This is an optimization exercise on Yosys and OpenROAD, whose aim is small area, a short achievable clock period and few clock cycles per item, not a production implementation. RTL that was checked went through simulation tests only; none was proved equivalent to the original. Power and IR drop assume default switching activity.

==> job 7668: inputs <==
## bitmap_shape_rasterizer
module bitmap_shape_rasterizer #(
  parameter int CANVAS_ROWS = 32,
  parameter int CANVAS_COLS = 64
) (
  input  logic              clk,
  input  logic              rst,
  input  logic              cmd_valid,
  output logic              cmd_ready,
  input  logic [2:0]        cmd_func,
  input  logic signed [7:0] cmd_pos_x,
  input  logic signed [7:0] cmd_pos_y,
  input  logic signed [7:0] cmd_end_x,
  input  logic signed [7:0] cmd_end_y,
  input  logic [6:0]        cmd_size_w,
  input  logic [6:0]        cmd_size_h,
  input  logic [6:0]        cmd_radius,
  output logic              rsp_valid,
  input  logic              rsp_ready,
  output logic [4:0]        rsp_row_index,
  output logic [63:0]       rsp_row_bits
);
  logic              a_v, a_last, a_rd, a_clr, a_drw;
  logic [2:0]        a_func;
  logic signed [7:0] a_px, a_py, a_ex, a_ey;
  logic [6:0]        a_w, a_h, a_d, a_k;
  logic [6:0]        g_cur, g_k;
  logic [7:0]        g_err;
  logic              b_v, b_rd, b_clr, b_drw, b_one;
  logic [2:0]        b_func;
  logic signed [7:0] b_px, b_py, b_ex, b_ey;
  logic [6:0]        b_w, b_h, b_r;
  logic              stall;
  logic              acc;
  logic              in_nop, in_rd, in_clr, in_drw, in_circ, in_one;
  logic [5:0]  s1_a0_lo, s1_a0_hp, s1_a1_lo, s1_a1_hp, s1_e_lo, s1_e_hp;
  ...
==> module bsr_ram, before the edit <==
module bsr_ram (
  input  logic        clk,
  input  logic        keep,
  input  logic        en,
  input  logic [5:0]  a0_lo, a0_hp, a1_lo, a1_hp, e_lo, e_hp,
  input  logic [6:0]  b_lo, b_hp, f0_lo, f0_hp, f1_lo, f1_hp,
  input  logic [6:0]  d_hp,
  input  logic [31:0] rsel,
  output logic [63:0] rdata
);
  logic [2047:0] pix;
  logic [31:0] av, ev;
  logic [63:0] bv, fv;
  logic [94:0] dv;
  always_comb begin
    for (int r = 0; r < 32; r++) begin
      av[r] = en && (((6'(r) >= a0_lo) && (6'(r) < a0_hp)) || ((6'(r) >= a1_lo) && (6'(r) < a1_hp)));
      ev[r] = en && (6'(r) >= e_lo) && (6'(r) < e_hp);
    end
    for (int c = 0; c < 64; c++) begin
      bv[c] = (7'(c) >= b_lo) && (7'(c) < b_hp);
      fv[c] = ((7'(c) >= f0_lo) && (7'(c) < f0_hp)) || ((7'(c) >= f1_lo) && (7'(c) < f1_hp));
    end
    for (int j = 0; j < 95; j++) begin
      dv[j] = 7'(j) < d_hp;
    end
  end
  always_ff @(posedge clk) begin
    for (int r = 0; r < 32; r++) begin
      for (int c = 0; c < 64; c++) begin
        pix[r*64 + c] <= (pix[r*64 + c] && keep) || (av[r] && bv[c] && dv[c - r + 31]) || (ev[r] && fv[c]);
      end
    end
  end
  logic [63:0] t0 [32];
  logic [63:0] t1 [16];
  logic [63:0] t2 [8];
  logic [63:0] t3 [4];
  logic [63:0] t4 [2];
  always_comb begin
    for (int r = 0; r < 32; r++) t0[r] = pix[r*64 +: 64] & {64{rsel[r]}};
    for (int i = 0; i < 16; i++) t1[i] = t0[2*i] | t0[2*i+1];
    for (int i = 0; i < 8; i++)  t2[i] = t1[2*i] | t1[2*i+1];
    for (int i = 0; i < 4; i++)  t3[i] = t2[2*i] | t2[2*i+1];
    for (int i = 0; i < 2; i++)  t4[i] = t3[2*i] | t3[2*i+1];
    rdata = t4[0] | t4[1];
  end
endmodule
Settings: LEC_CHECK=0, ABC_CLOCK_PERIOD_IN_PS=4000, CAP_MARGIN=20, CORE_AREA=6 6 634 454, DIE_AREA=0 0 640 460, PLACE_DENSITY=0.55, SETUP_SLACK_MARGIN=5, SLEW_MARGIN=20; clock period 10.0 ns.
standard.sh (not shown) runs the stock make flow with config.mk's settings and CLKGATE_MAP_FILE= SYNTH_SCRIPT=/design/flow/synth_recipe.tcl, a recipe that flattens the netlist after the stock synthesis.
==> flow/flow/run.sh <==
#!/bin/bash
# Own layout flow: the standard flow, with the canvas flip-flops placed
# on a regular grid after the floorplan (grid.tcl) and released again after
# global placement (unfix.tcl). The buffers Yosys/ABC insert are removed at
# the floorplan (REMOVE_ABC_BUFFERS) so that placement-aware buffering
# replaces them. Each step's output goes to its own log file.
set -euo pipefail
W=$(pwd)
RES=$W/orfs/results/$FLOW_PLATFORM/bitmap_shape_rasterizer/base
bash standard.sh REMOVE_ABC_BUFFERS=1 floorplan > "$W/log_1_floorplan.txt" 2>&1
GRID_DB=$RES/2_floorplan.odb openroad -no_init -exit "$W/flow/grid.tcl" > "$W/log_2_grid.txt" 2>&1
bash standard.sh REMOVE_ABC_BUFFERS=1 "$RES/3_3_place_gp.odb" > "$W/log_3_place_gp.txt" 2>&1
GRID_DB=$RES/3_3_place_gp.odb openroad -no_init -exit "$W/flow/unfix.tcl" > "$W/log_4_unfix.txt" 2>&1
bash standard.sh REMOVE_ABC_BUFFERS=1 finish > "$W/log_5_finish.txt" 2>&1
==> flow/flow/grid.tcl <==
# Place the 2048 canvas flip-flops on a regular 32 x 64 grid (canvas row r,
# column c) in the top right of the core, fixed, so that global placement
# builds the per-pixel logic around them and row, column and diagonal nets
# run straight. Reads and rewrites the floorplan database given in GRID_DB.
read_db $::env(GRID_DB)
set block [ord::get_db_block]
set pitch_x 19
set pitch_y 4
set flop_w 16

set rows [lsort -command {apply {{a b} {expr {[lindex [$a getOrigin] 1] - [lindex [$b getOrigin] 1]}}}} [$block getRows]]
set nrows [llength $rows]
set row0 [lindex $rows 0]
set site_w [[$row0 getSite] getWidth]
set x_org [lindex [$row0 getOrigin] 0]
set nsites [$row0 getSiteCount]
puts "grid: $nrows rows of $nsites sites, site width $site_w"

# occupancy per row: list of used site flags
array set occ {}
for {set i 0} {$i < $nrows} {incr i} {
  set occ($i) [lrepeat $nsites 0]
}
set ry {}
foreach row $rows { lappend ry [lindex [$row getOrigin] 1] }
foreach inst [$block getInsts] {
  if {![$inst isPlaced]} { continue }
  set bb [$inst getBBox]
  set y [$bb yMin]
  set i [lsearch -exact $ry $y]
  if {$i < 0} { continue }
  set s0 [expr {([$bb xMin] - $x_org) / $site_w}]
  set s1 [expr {([$bb xMax] - $x_org + $site_w - 1) / $site_w}]
  for {set s $s0} {$s < $s1} {incr s} { lset occ($i) $s 1 }
}

set arr_w [expr {64 * $pitch_x}]
set s_start [expr {$nsites - $arr_w - 2}]
set top [expr {$nrows - 2}]

proc free_span {i s w} {
  upvar occ occ
  for {set k 0} {$k < $w} {incr k} {
    if {[lindex $occ($i) [expr {$s + $k}]]} { return 0 }
  }
  return 1
}

set placed 0
foreach inst [$block getInsts] {
  set n [$inst getName]
  if {![regexp {^u_ram\.pix\\?\[([0-9]+)\\?\]} $n -> idx]} { continue }
  set r [expr {$idx / 64}]
  set c [expr {$idx % 64}]
  set base [expr {$top - $pitch_y * ($r + 1) + 1}]
  set sx [expr {$s_start + $c * $pitch_x + 1}]
  set done 0
  foreach dr {1 2 0 3} {
    set i [expr {$base + $dr}]
    foreach dx {0 1 2 -1 3 -2 4 -3 5 -4 6 -5 7 -6 8 -7} {
      set s [expr {$sx + $dx}]
      if {$s < 0 || $s + $flop_w > $nsites} { continue }
      if {[free_span $i $s $flop_w]} {
        set row [lindex $rows $i]
        $inst setOrient [$row getOrient]
        $inst setLocation [expr {$x_org + $s * $site_w}] [lindex $ry $i]
        $inst setPlacementStatus FIRM
        for {set k 0} {$k < $flop_w} {incr k} { lset occ($i) [expr {$s + $k}] 1 }
        set done 1
        incr placed
        break
      }
    }
    if {$done} { break }
  }
  if {!$done} { puts "grid: no place for $n" }
}
puts "grid: placed $placed flops"
write_db $::env(GRID_DB)
Other scripts of this flow, unchanged in this note and not shown: flow/flow/unfix.tcl
==> inputs of job 4398, as changes to job 7668 <==
--- a/flow/design.v
+++ b/flow/design.v
@@ -144,17 +144,54 @@
     end
   end
-  logic [63:0] t0 [32];
-  logic [63:0] t1 [16];
+  logic [63:0] t1n [16];
   logic [63:0] t2 [8];
-  logic [63:0] t3 [4];
+  logic [63:0] t3n [4];
   logic [63:0] t4 [2];
-  always_comb begin
-    for (int r = 0; r < 32; r++) t0[r] = pix[r*64 +: 64] & {64{rsel[r]}};
-    for (int i = 0; i < 16; i++) t1[i] = t0[2*i] | t0[2*i+1];
-    for (int i = 0; i < 8; i++)  t2[i] = t1[2*i] | t1[2*i+1];
-    for (int i = 0; i < 4; i++)  t3[i] = t2[2*i] | t2[2*i+1];
-    for (int i = 0; i < 2; i++)  t4[i] = t3[2*i] | t3[2*i+1];
-    rdata = t4[0] | t4[1];
+  logic [63:0] t5n;
+  for (genvar c = 0; c < 64; c++) begin : g_col
+    for (genvar i = 0; i < 16; i++) begin : g_l1
+      bsr_rd_leaf u_leaf (
+        .a  (pix[(2*i)*64 + c]),
+        .sa (rsel[2*i]),
+        .b  (pix[(2*i+1)*64 + c]),
+        .sb (rsel[2*i+1]),
+        .yn (t1n[i][c])
+      );
+    end
+    for (genvar i = 0; i < 8; i++) begin : g_l2
+      bsr_rd_nand u_n (.an (t1n[2*i][c]), .bn (t1n[2*i+1][c]), .y (t2[i][c]));
+    end
+    for (genvar i = 0; i < 4; i++) begin : g_l3
+      bsr_rd_nor u_n (.a (t2[2*i][c]), .b (t2[2*i+1][c]), .yn (t3n[i][c]));
+    end
+    for (genvar i = 0; i < 2; i++) begin : g_l4
+      bsr_rd_nand u_n (.an (t3n[2*i][c]), .bn (t3n[2*i+1][c]), .y (t4[i][c]));
+    end
+    bsr_rd_nor u_l5 (.a (t4[0][c]), .b (t4[1][c]), .yn (t5n[c]));
   end
+  assign rdata = ~t5n;
+endmodule
+module bsr_rd_leaf (
+  input  logic a,
+  input  logic sa,
+  input  logic b,
+  input  logic sb,
+  output logic yn
+);
+  assign yn = ~((a & sa) | (b & sb));
+endmodule
+module bsr_rd_nand (
+  input  logic an,
+  input  logic bn,
+  output logic y
+);
+  assign y = ~(an & bn);
+endmodule
+module bsr_rd_nor (
+  input  logic a,
+  input  logic b,
+  output logic yn
+);
+  assign yn = ~(a | b);
 endmodule
 module bitmap_shape_rasterizer #(
--- a/flow/flow/grid.tcl
+++ b/flow/flow/grid.tcl
@@ -5,6 +5,6 @@
 read_db $::env(GRID_DB)
 set block [ord::get_db_block]
-set pitch_x 19
-set pitch_y 4
+set pitch_x 22
+set pitch_y 5
 set flop_w 16
 
Settings changed: CORE_AREA 6 6 634 454 to 6 6 734 554, DIE_AREA 0 0 640 460 to 0 0 740 560, PLACE_DENSITY 0.55 to 0.45, SYNTH_HIERARCHICAL set to 1, SYNTH_MINIMUM_KEEP_SIZE set to 0.
==> inputs of job 7492, as changes to job 7668 <==
--- a/flow/design.v
+++ b/flow/design.v
@@ -144,17 +144,54 @@
     end
   end
-  logic [63:0] t0 [32];
-  logic [63:0] t1 [16];
+  logic [63:0] t1n [16];
   logic [63:0] t2 [8];
-  logic [63:0] t3 [4];
+  logic [63:0] t3n [4];
   logic [63:0] t4 [2];
-  always_comb begin
-    for (int r = 0; r < 32; r++) t0[r] = pix[r*64 +: 64] & {64{rsel[r]}};
-    for (int i = 0; i < 16; i++) t1[i] = t0[2*i] | t0[2*i+1];
-    for (int i = 0; i < 8; i++)  t2[i] = t1[2*i] | t1[2*i+1];
-    for (int i = 0; i < 4; i++)  t3[i] = t2[2*i] | t2[2*i+1];
-    for (int i = 0; i < 2; i++)  t4[i] = t3[2*i] | t3[2*i+1];
-    rdata = t4[0] | t4[1];
+  logic [63:0] t5n;
+  for (genvar c = 0; c < 64; c++) begin : g_col
+    for (genvar i = 0; i < 16; i++) begin : g_l1
+      bsr_rd_leaf u_leaf (
+        .a  (pix[(2*i)*64 + c]),
+        .sa (rsel[2*i]),
+        .b  (pix[(2*i+1)*64 + c]),
+        .sb (rsel[2*i+1]),
+        .yn (t1n[i][c])
+      );
+    end
+    for (genvar i = 0; i < 8; i++) begin : g_l2
+      bsr_rd_nand u_n (.an (t1n[2*i][c]), .bn (t1n[2*i+1][c]), .y (t2[i][c]));
+    end
+    for (genvar i = 0; i < 4; i++) begin : g_l3
+      bsr_rd_nor u_n (.a (t2[2*i][c]), .b (t2[2*i+1][c]), .yn (t3n[i][c]));
+    end
+    for (genvar i = 0; i < 2; i++) begin : g_l4
+      bsr_rd_nand u_n (.an (t3n[2*i][c]), .bn (t3n[2*i+1][c]), .y (t4[i][c]));
+    end
+    bsr_rd_nor u_l5 (.a (t4[0][c]), .b (t4[1][c]), .yn (t5n[c]));
   end
+  assign rdata = ~t5n;
+endmodule
+module bsr_rd_leaf (
+  input  logic a,
+  input  logic sa,
+  input  logic b,
+  input  logic sb,
+  output logic yn
+);
+  assign yn = ~((a & sa) | (b & sb));
+endmodule
+module bsr_rd_nand (
+  input  logic an,
+  input  logic bn,
+  output logic y
+);
+  assign y = ~(an & bn);
+endmodule
+module bsr_rd_nor (
+  input  logic a,
+  input  logic b,
+  output logic yn
+);
+  assign yn = ~(a | b);
 endmodule
 module bitmap_shape_rasterizer #(
Settings changed: SYNTH_HIERARCHICAL set to 1, SYNTH_MINIMUM_KEEP_SIZE set to 0.
==> run summary <==
Final clock-cell share: job 7668 -; job 4398 0.06039; job 7492 0.06031
Fmax: job 7668 -; job 4398 0.2045 GHz; job 7492 0.2046 GHz
Place WS: job 7668 3.717 ns; job 4398 3.835 ns; job 7492 3.728 ns
Number of failing hold endpoints at the final stage: job 7668 -; job 4398 0; job 7492 0
Total of plain and repair buffers excluding clock buffers: job 7668 -; job 4398 659; job 7492 570
Die Span X: job 7668 640 um; job 4398 740 um; job 7492 640 um
Non-clock buffer share: job 7668 -; job 4398 0.03811; job 7492 0.03550
Cell area after layout: job 7668 -; job 4398 144100 um2; job 7492 141600 um2
Cell variety after synth: job 7668 107; job 4398 134; job 7492 134
Cell group occupying the most layout area: job 7668 -; job 4398 multi-input combinational cells; job 7492 multi-input combinational cells
Run status: job 7668 aborted with a tool error; job 4398 no timing/DRC/antenna violations; job 7492 no timing/DRC/antenna violations
Last stage reached: job 7668 global routing; job 4398 -; job 7492 -
Number of design-rule violations left by the first detailed-router iteration: job 7668 -; job 4398 15251; job 7492 18071
Layout Utilization: job 7668 -; job 4398 0.3643; job 7492 0.5090
Number of buffers added for setup after CTS: job 7668 3; job 4398 14; job 7492 10
Proportion of total power due to net switching: job 7668 -; job 4398 0.4741; job 7492 0.4659
Worst R2R End: job 7668 -; job 4398 s1_f1_hp[4]; job 7492 u_ram.pix[37]
Number of clock buffer instances in the layout: job 7668 -; job 4398 405; job 7492 381
Ratio of cells with drive above 1 in the final layout: job 7668 -; job 4398 0.2050; job 7492 0.2005
HP Start: job 7668 -; job 4398 s1_row[4]; job 7492 a_d[2]
Testbench counts of job 4398, summed over its fixed seeds: cycles 3,796, items 3,136.
Testbench counts of job 7492, summed over its fixed seeds: cycles 3,796, items 3,136.
No functional check of the RTL was part of job 7668.

## static timing again, ports no longer ideal
In the flow no input, the clock included, has a driving cell. The finished layouts below were timed again as built, in two steps. Step 1 (the two cells are an assumption about what drives the block):
set clk [get_ports {clk}]
set_driving_cell -lib_cell sky130_fd_sc_hd__clkbuf_16 $clk
set_driving_cell -lib_cell sky130_fd_sc_hd__buf_2 [delete_from_list [all_inputs] $clk]
Step 2, shift: input delay + t, output delay - t, t = (earliest + latest rising clock arrival at the registers) / 2. This alone moves slack from input paths to output paths. Slacks: no drivers / after step 1 / after step 2; pairs: no drivers / after step 1.
run | t, ns | slack for setup (ns) | worst data-port slew with drivers (ns) | cell pins on the clock port's net
job 4398 | 0.986 | 5.109 / 5.109 / 4.745 | 0.67 | 1
job 7492 | 0.972 | 5.113 / 5.113 / 4.657 | 0.16 | 1
After both steps every run listed still meets setup and hold. For job 7492, which loses most, drivers alone change the setup slack by 0.000 ns; drivers and shift together by -0.456 ns.
